This design comes from an exercise in tuning for small area, a short achievable clock period and few clock cycles per item on the open sky130 flow, not from production work. Function was checked by simulation only, so behaviour that the tests miss may differ from the original.

==> 11-13: inputs <==
// mod_inv_bin
module mod_inv_bin #(
    parameter int WIDTH     = 128,
    parameter int MAX_STEPS = 4*WIDTH+4,
    parameter int CNT_W     = $clog2(MAX_STEPS+1)
) (
    input  logic             clk,
    input  logic             rst,
    input  logic [WIDTH-1:0] a,
    input  logic [WIDTH-1:0] p,
    input  logic             start,
    output logic             busy,
    output logic [WIDTH-1:0] inv,
    output logic             done,
    output logic             error,
    output logic [1:0]       err_code
);
make LEC_CHECK=0 CAP_MARGIN=20 CORE_MARGIN=2 CORE_UTILIZATION=30 PLACE_DENSITY=0.45 SETUP_SLACK_MARGIN=5.0 SLEW_MARGIN=20 TNS_END_PERCENT=5 finish   # period 10.0 ns
run.sh (not shown) runs the stock make flow with config.mk's settings and CLKGATE_MAP_FILE= SYNTH_SCRIPT=/design/flow/synth_recipe.tcl, a recipe that flattens the netlist after the stock synthesis.
==> inputs of 10-11, as changes to 11-13 <==
--- a/flow/design.v
+++ b/flow/design.v
@@ -377,16 +377,14 @@
     end
     logic err2, err1, err3, stop_ok, any_err;
     assign err2    = st_loop & first_q & (~u_q[0] | u_hi_zero);
     assign err1    = st_loop & first_q & ~(~u_q[0] | u_hi_zero)
                    & (v_zero | ~ge | (eq_raw & (u_q[0] == v_q[0])));
     assign err3    = st_loop & ~first_q & eq & ~u_one;
     assign stop_ok = st_loop & ~first_q & (u_one | v_one);
-    logic stop_now;
-    assign stop_now = stop_ok & u_one & ~x1s;
     assign any_err = err1 | err2 | err3;
     always_ff @(posedge clk) begin
         if (rst) begin
             st_idle    <= 1'b1;
             st_loop    <= 1'b0;
             st_final   <= 1'b0;
             st_fin     <= 1'b0;
@@ -397,20 +395,20 @@
             error_q    <= 1'b0;
             err_code_q <= 2'd0;
         end else begin
             start_q  <= start;
             first_q  <= accept;
             st_idle  <= (st_idle & ~accept) | st_fin;
             st_loop  <= accept | (st_loop & ~any_err & ~stop_ok);
-            st_final <= stop_ok & ~stop_now;
-            st_fin   <= any_err | st_final | stop_now;
+            st_final <= stop_ok;
+            st_fin   <= any_err | st_final;
             busy_q   <= accept | (busy_q & ~st_fin);
-            done_q   <= st_final | stop_now;
+            done_q   <= st_final;
             error_q  <= any_err;
-            if (any_err | st_final | stop_now)
+            if (any_err | st_final)
                 err_code_q <= err2 ? 2'd2 : err1 ? 2'd1 : err3 ? 2'd3 : 2'd0;
         end
     end
     logic loop_step, upd_u, upd_v;
     assign loop_step = st_loop & ~first_q & ~halt;
     assign upd_u     = loop_step & (ue | (both & ge));
     assign upd_v     = loop_step & (ve | (both & ~ge));
- TNS_END_PERCENT: 5 -> 1
==> flow_summary.toml <==
[outcome]
outcome = "no timing/DRC/antenna violations"

[cells_and_area]
area_growth_syn_to_layout_pct = 22.0
clockNetworkAreaShare_pct = 3.38

[synth]
synth-xor-area-share_pct = 7.93

[worst_setup_path]
critPathRequiredTime_ps = 10620

[clock_network]
worst_skew_pair.late_latency_ps = 760
Source of the figures above: 11-13

==> flow_summary.toml <==
[outcome]
outcome = "no timing/DRC/antenna violations"

[worst_setup_path]
critPathRequiredTime_ps = 10460

[grt]
met3_usage_pct = 6.02

[clock_network]
worst_skew_pair.late_latency_ps = 780

[synth]
synth-xor-area-share_pct = 7.25

[cells_and_area]
clockNetworkAreaShare_pct = 3.40
area_growth_syn_to_layout_pct = 18.9

[sta]
layout_worst_path_cycle_share_pct = 63.6
Source of the figures above: 10-11

Testbench counts of 11-13, summed over its fixed seeds: cycles 35,351, items 384.
Testbench counts of 10-11, summed over its fixed seeds: cycles 35,437, items 384.

========
==> exp/pepper: inputs <==
RTL: one of the versions met above, not the one the previous note started from.
// mod_inv_bin
module mod_inv_bin #(
    parameter int WIDTH     = 128,
    parameter int MAX_STEPS = 4*WIDTH+4,
    parameter int CNT_W     = $clog2(MAX_STEPS+1)
) (
    input  logic             clk,
    input  logic             rst,
    input  logic [WIDTH-1:0] a,
    input  logic [WIDTH-1:0] p,
    input  logic             start,
    output logic             busy,
    output logic [WIDTH-1:0] inv,
    output logic             done,
    output logic             error,
    output logic [1:0]       err_code
);
    localparam int W  = WIDTH;
    localparam int XW = W + 1;       
    localparam int AW = W + 5;       
    function automatic logic [3:0] ntab(input logic [2:0] pl, input logic [3:0] d);
        case ({pl, d})
            7'd0: ntab = 4'd0;
            7'd1: ntab = 4'd15;
            7'd2: ntab = 4'd14;
            7'd3: ntab = 4'd13;
            7'd4: ntab = 4'd12;
            7'd5: ntab = 4'd11;
            7'd6: ntab = 4'd10;
  ...
make LEC_CHECK=0 CAP_MARGIN=20 CORE_MARGIN=2 CORE_UTILIZATION=30 PLACE_DENSITY=0.45 SETUP_SLACK_MARGIN=5.0 SLEW_MARGIN=20 TNS_END_PERCENT=5 finish   # period 10.0 ns
==> exp/amber: changes against exp/pepper <==
--- a/flow/design.v
+++ b/flow/design.v
@@ -379,10 +379,12 @@
     assign err2    = st_loop & first_q & (~u_q[0] | u_hi_zero);
     assign err1    = st_loop & first_q & ~(~u_q[0] | u_hi_zero)
                    & (v_zero | ~ge | (eq_raw & (u_q[0] == v_q[0])));
     assign err3    = st_loop & ~first_q & eq & ~u_one;
     assign stop_ok = st_loop & ~first_q & (u_one | v_one);
+    logic stop_now;
+    assign stop_now = stop_ok & u_one & ~x1s;
     assign any_err = err1 | err2 | err3;
     always_ff @(posedge clk) begin
         if (rst) begin
             st_idle    <= 1'b1;
             st_loop    <= 1'b0;
@@ -397,16 +399,16 @@
         end else begin
             start_q  <= start;
             first_q  <= accept;
             st_idle  <= (st_idle & ~accept) | st_fin;
             st_loop  <= accept | (st_loop & ~any_err & ~stop_ok);
-            st_final <= stop_ok;
-            st_fin   <= any_err | st_final;
+            st_final <= stop_ok & ~stop_now;
+            st_fin   <= any_err | st_final | stop_now;
             busy_q   <= accept | (busy_q & ~st_fin);
-            done_q   <= st_final;
+            done_q   <= st_final | stop_now;
             error_q  <= any_err;
-            if (any_err | st_final)
+            if (any_err | st_final | stop_now)
                 err_code_q <= err2 ? 2'd2 : err1 ? 2'd1 : err3 ? 2'd3 : 2'd0;
         end
     end
     logic loop_step, upd_u, upd_v;
     assign loop_step = st_loop & ~first_q & ~halt;
- TNS_END_PERCENT: 5 -> 1
==> comparison <==
In exp/pepper the synthesized cell count is larger than in exp/amber, by about 3.3%. In exp/pepper the non-clock buffer count is higher than in exp/amber, by 66. Of exp/amber and exp/pepper, exp/pepper has the higher area after synthesis (gap about 3%, measured against exp/pepper). Register-to-register slack: exp/pepper is worse than exp/amber (60 ps). Of exp/pepper and exp/amber, exp/pepper has the higher clock skew (gap 15 ps). Against exp/pepper, the routed wire length of exp/amber is lower by 10%. Of exp/amber and exp/pepper, exp/amber has the higher sequential share of layout area (gap 0.76 points).
==> figures <==
                                                                 exp/amber        exp/pepper
Overall die area                                               0.260 sq mm       0.268 sq mm
Multi-input logic portion of the cell area                           0.619             0.624
Area fraction of the dominant cell type after synthesis              0.150             0.145
Routed Wire Length                                          388000 microns    434000 microns
Startpoint of the most critical setup path                ctl_q[5]$_DFF_P_  ctl_q[6]$_DFF_P_
Max Freq                                                           160 MHz           158 MHz
Run status                                no timing/DRC/antenna violations  no timing/DRC/antenna violations
Area fraction in compound gates after synthesis                      0.288             0.295
Number of global-route vias before repair                            74.9k             80.0k
Post_cts resized                                                       413               638
Post-Route M1 WL                                            166000 microns    184000 microns
Total CTS buffers                                                       93                95
Depth of the worst register-to-register path                            22                19
Count of mapped cells out of synthesis                                9842             10.2k
Non-clock buffers, area share                                       0.0794            0.0849
Violation count after the first detailed-route iteration              8421              9610
Post-DR vias/cell                                                     5.84              6.00
Testbench counts of exp/pepper, summed over its fixed seeds: cycles 35,437, items 384.
Testbench counts of exp/amber, summed over its fixed seeds: cycles 35,351, items 384.

[separate check: timing with driven ports]
In the flow no input, the clock included, has a driving cell. The finished layouts below were timed again as built, in two steps. Step 1 assumes that a clkbuf_16 drives the clock port and a buf_2 every other input. Step 2 moves the port delays by t, midway between the first and last clock arrival at a register: inputs arrive t later, outputs are due t later. That takes back most of the time a late clock gives input paths. a / b / c = ideal / step 1 / step 2; a / b = the first two.
| run | t (ns) | setup slack, ns | latest minus earliest clock arrival (ns) |
|---|---|---|---|
| 11-13 | 0.837 | 3.747 / 3.747 / 3.747 | 0.029 / 0.029 |
| 10-11 | 0.867 | 3.638 / 3.638 / 3.638 | 0.038 / 0.038 |
| exp/pepper | 0.861 | 3.687 / 3.687 / 3.687 | 0.042 / 0.043 |
| exp/amber | 0.839 | 3.746 / 3.746 / 3.746 | 0.026 / 0.027 |
After both steps every run listed still meets setup and hold.
